This design comes from an exercise in tuning for a short achievable clock period and few clock cycles on the open sky130 flow, not from production work. At most, simulation tests tie the RTL to the original design; equivalence was not proved. Power is estimated from default activity; no workload was simulated.

Setup of birch:
==> flow/design.v (excerpt) <==
module icache_dm #(
    parameter int NUM_SETS   = 16,
    parameter int LINE_WORDS = 4
) (
    input  logic        clk,
    input  logic        reset,
    input  logic        req_valid_i,
    output logic        req_ready_o,
    input  logic [31:0] req_addr_i,
    output logic        resp_valid_o,
    input  logic        resp_ready_i,
    output logic [31:0] resp_data_o,
    output logic [31:0] resp_addr_o,
    output logic        mem_req_valid_o,
    input  logic        mem_req_ready_i,
    output logic [31:0] mem_req_addr_o,
    input  logic        mem_resp_valid_i,
    input  logic [31:0] mem_resp_data_i,
    input  logic        flush_i
);
clock: 5.0 ns
lec_check: 0
abc_clock_period_in_ps: 2000
cap_margin: 20
core_margin: 2
core_utilization: 45
setup_slack_margin: 2.4
slew_margin: 20
standard.sh (not shown) runs the stock make flow with config.mk's settings and CLKGATE_MAP_FILE= SYNTH_SCRIPT=/design/flow/synth_recipe.tcl, a recipe that flattens the netlist after the stock synthesis.
==> flow/flow/run.sh <==
#!/bin/bash
# The standard layout, with two changes after the standard synthesis (which
# runs unchanged first):
#  - the platform's delay cells (clkdlybuf4s*, dlygate4sd*, dlymetal6s*) are
#    added to its don't-use cells, so timing repair sizes with plain buffers;
#  - the port buffers that buffer_ports inserts are buf_4 (it otherwise picks
#    clkdlybuf4s50_1, a delay cell).
# Each make run writes its full output to a log here; ORFS's own per-step logs
# are under orfs/logs.
set -euo pipefail
PLATFORM_DONT_USE="sky130_fd_sc_hd__probe_p_8 sky130_fd_sc_hd__probec_p_8 sky130_fd_sc_hd__lpflow_bleeder_1 sky130_fd_sc_hd__lpflow_clkbufkapwr_1 sky130_fd_sc_hd__lpflow_clkbufkapwr_16 sky130_fd_sc_hd__lpflow_clkbufkapwr_2 sky130_fd_sc_hd__lpflow_clkbufkapwr_4 sky130_fd_sc_hd__lpflow_clkbufkapwr_8 sky130_fd_sc_hd__lpflow_clkinvkapwr_1 sky130_fd_sc_hd__lpflow_clkinvkapwr_16 sky130_fd_sc_hd__lpflow_clkinvkapwr_2 sky130_fd_sc_hd__lpflow_clkinvkapwr_4 sky130_fd_sc_hd__lpflow_clkinvkapwr_8 sky130_fd_sc_hd__lpflow_decapkapwr_12 sky130_fd_sc_hd__lpflow_decapkapwr_3 sky130_fd_sc_hd__lpflow_decapkapwr_4 sky130_fd_sc_hd__lpflow_decapkapwr_6 sky130_fd_sc_hd__lpflow_decapkapwr_8 sky130_fd_sc_hd__lpflow_inputiso0n_1 sky130_fd_sc_hd__lpflow_inputiso0p_1 sky130_fd_sc_hd__lpflow_inputiso1n_1 sky130_fd_sc_hd__lpflow_inputiso1p_1 sky130_fd_sc_hd__lpflow_inputisolatch_1 sky130_fd_sc_hd__lpflow_isobufsrc_1 sky130_fd_sc_hd__lpflow_isobufsrc_16 sky130_fd_sc_hd__lpflow_isobufsrc_2 sky130_fd_sc_hd__lpflow_isobufsrc_4 sky130_fd_sc_hd__lpflow_isobufsrc_8 sky130_fd_sc_hd__lpflow_isobufsrckapwr_16 sky130_fd_sc_hd__lpflow_lsbuf_lh_hl_isowell_tap_1 sky130_fd_sc_hd__lpflow_lsbuf_lh_hl_isowell_tap_2 sky130_fd_sc_hd__lpflow_lsbuf_lh_hl_isowell_tap_4 sky130_fd_sc_hd__lpflow_lsbuf_lh_isowell_4 sky130_fd_sc_hd__lpflow_lsbuf_lh_isowell_tap_1 sky130_fd_sc_hd__lpflow_lsbuf_lh_isowell_tap_2 sky130_fd_sc_hd__lpflow_lsbuf_lh_isowell_tap_4"
DELAY_CELLS="sky130_fd_sc_hd__clkdlybuf4s15_1 sky130_fd_sc_hd__clkdlybuf4s15_2 \
sky130_fd_sc_hd__clkdlybuf4s18_1 sky130_fd_sc_hd__clkdlybuf4s18_2 \
sky130_fd_sc_hd__clkdlybuf4s25_1 sky130_fd_sc_hd__clkdlybuf4s25_2 \
sky130_fd_sc_hd__clkdlybuf4s50_1 sky130_fd_sc_hd__clkdlybuf4s50_2 \
sky130_fd_sc_hd__dlygate4sd1_1 sky130_fd_sc_hd__dlygate4sd2_1 sky130_fd_sc_hd__dlygate4sd3_1 \
sky130_fd_sc_hd__dlymetal6s2s_1 sky130_fd_sc_hd__dlymetal6s4s_1 sky130_fd_sc_hd__dlymetal6s6s_1"
bash standard.sh synth > synth.log 2>&1
bash standard.sh "DONT_USE_CELLS=$PLATFORM_DONT_USE $DELAY_CELLS" \
  "BUFFER_PORTS_ARGS=-buffer_cell sky130_fd_sc_hd__buf_4" finish > layout.log 2>&1
birch: flow complete, layout not clean; failing: antenna violations
Here is what was changed in the inputs of pine compared with birch.
--- a/flow/design.v
+++ b/flow/design.v
@@ -19,15 +19,15 @@
     input  logic        flush_i
 );
     localparam int OFF_W   = $clog2(LINE_WORDS);
     localparam int IDX_W   = $clog2(NUM_SETS);
     localparam int TAG_LSB = OFF_W + IDX_W + 2;
     localparam int TAG_W   = 32 - TAG_LSB;
     localparam int LA_W    = 32 - OFF_W - 2;       
-    localparam int OUTS    = 16;                   
+    localparam int OUTS    = 32;                   
     localparam int QD      = OUTS;                 
     localparam int LD      = (OUTS < 16) ? OUTS : 16;  
     localparam int ID_W    = $clog2(OUTS) + 2;     
     localparam int BN_W    = ID_W + OFF_W;         
     localparam int CNT_W   = $clog2(OUTS + 1);
     localparam int WORDS   = NUM_SETS * LINE_WORDS;
     logic [NUM_SETS-1:0]   valid_q;
@@ -111,31 +111,34 @@
             for (int i = 0; i < NUM_SETS; i++) a_dec_q[i] <= (r_idx == IDX_W'(i));
             a_fw_off_q <= beat_no_q[OFF_W-1:0];
         end
         if (beat) lb_data_q <= mem_resp_data_i;
     end
     wire l_hit  = a_hit_q && !a_f_q;
     wire l_miss = a_v_q && !l_hit;
-    wire [ID_W-1:0] l_id  = l_hit ? pid_q[l_idx] : miss_seq_q;
+    wire [ID_W-1:0] l_pid = pid_q[l_idx];
+    wire [ID_W-1:0] l_id  = l_hit ? l_pid : miss_seq_q;
     logic ref_cur_q;
     wire l_beat_wr = beat && a_rs_q && (beat_no_q[OFF_W-1:0] == l_off);
     logic            l1_v_q, l1_hit_q, l1_have_q, l1_e0_q, l1_e1_q;
     logic [BN_W-1:0] l1_bn_q;
     logic [31:0]     l1_addr_q, l1_data_q;
     always_ff @(posedge clk or posedge reset) begin
         if (reset) l1_v_q <= 1'b0;
         else       l1_v_q <= a_v_q;
     end
     always_ff @(posedge clk) begin
         if (a_v_q) begin
             l1_hit_q  <= l_hit;
             l1_have_q <= l_hit && (a_arr_q[l_off] || (l_beat_wr && ref_cur_q));
             l1_bn_q   <= {l_id, l_off};
-            l1_e0_q   <= beat ? ({l_id, l_off} == beat_no1_q) : ({l_id, l_off} == beat_no_q);
-            l1_e1_q   <= beat ? ({l_id, l_off} == beat_no2_q) : ({l_id, l_off} == beat_no1_q);
+            l1_e0_q   <= l_hit ? (beat ? ({l_pid, l_off} == beat_no1_q) : ({l_pid, l_off} == beat_no_q))
+                               : (beat ? ({miss_seq_q, l_off} == beat_no1_q) : ({miss_seq_q, l_off} == beat_no_q));
+            l1_e1_q   <= l_hit ? (beat ? ({l_pid, l_off} == beat_no2_q) : ({l_pid, l_off} == beat_no1_q))
+                               : (beat ? ({miss_seq_q, l_off} == beat_no2_q) : ({miss_seq_q, l_off} == beat_no1_q));
             l1_addr_q <= a_addr_q;
             if (l_beat_wr)
                 l1_data_q <= mem_resp_data_i;
             else if (a_fw_q && (a_fw_off_q == l_off))
                 l1_data_q <= lb_data_q;
             else
                 l1_data_q <= a_line_q[l_off];
Results
- Of pine and birch, the run reporting the lower worst-margin pin slew was birch.
- l1_e0_q$_DFFE_PP_ as the critical path endpoint was reported by pine, and l1_e1_q$_DFFE_PP_ by birch.
- Apart from birch, each of pine and birch ends the flow with a layout that passes the timing, design-rule and antenna checks.
- Looking at master of the slowest instance on the critical path, the sky130_fd_sc_hd__edfxtp_1 result is from pine; the sky130_fd_sc_hd__o31a_4 one comes from birch.
- The lower share of power burned in combinational logic came out of birch.
- First-pass GRT wire length deteriorates in pine relative to birch.
- birch → pine: switching power of the nets went up about 44%, number of tap cells inserted went up about 30%, length of routed met3 wiring went up about 43%, final critical-path setup slack went down 0.014 ns, area share of and/or/nand/nor cells after synthesis went up 0.83 points.
Testbench counts of pine, summed over its fixed seeds: cycles 34,079.
Function not checked in birch: the RTL went through the layout flow alone.

[port drivers added, routing unchanged]
No port has a modelled driver above. Below, the same layouts with a new extraction and two added sets of constraints.
Step 1 (the two cells are an assumption about what drives the block):
set clk [get_ports {clk}]
set_driving_cell -lib_cell sky130_fd_sc_hd__clkbuf_16 $clk
set_driving_cell -lib_cell sky130_fd_sc_hd__buf_2 [delete_from_list [all_inputs] $clk]
Step 2 also shifts input and output timing later by t, the mid clock arrival at the registers, as if the neighbouring blocks saw the same clock.
Slacks: ideal ports / drivers / drivers and shift; pairs: ideal ports / drivers.
| run | shift t [ns] | slack for setup (ns) | hold WS [ns] | cell pins on the clock port's net |
|---|---|---|---|---|
| birch | 1.104 | 2.258 / 2.213 / 1.109 | 0.246 / 0.163 / 0.425 | 1 |
| pine | 1.227 | 2.244 / 2.185 / 1.055 | 0.073 / -0.023 / 0.420 | 1 |
For pine, which loses most, drivers alone change the setup slack by -0.059 ns; drivers and shift together by -1.189 ns.
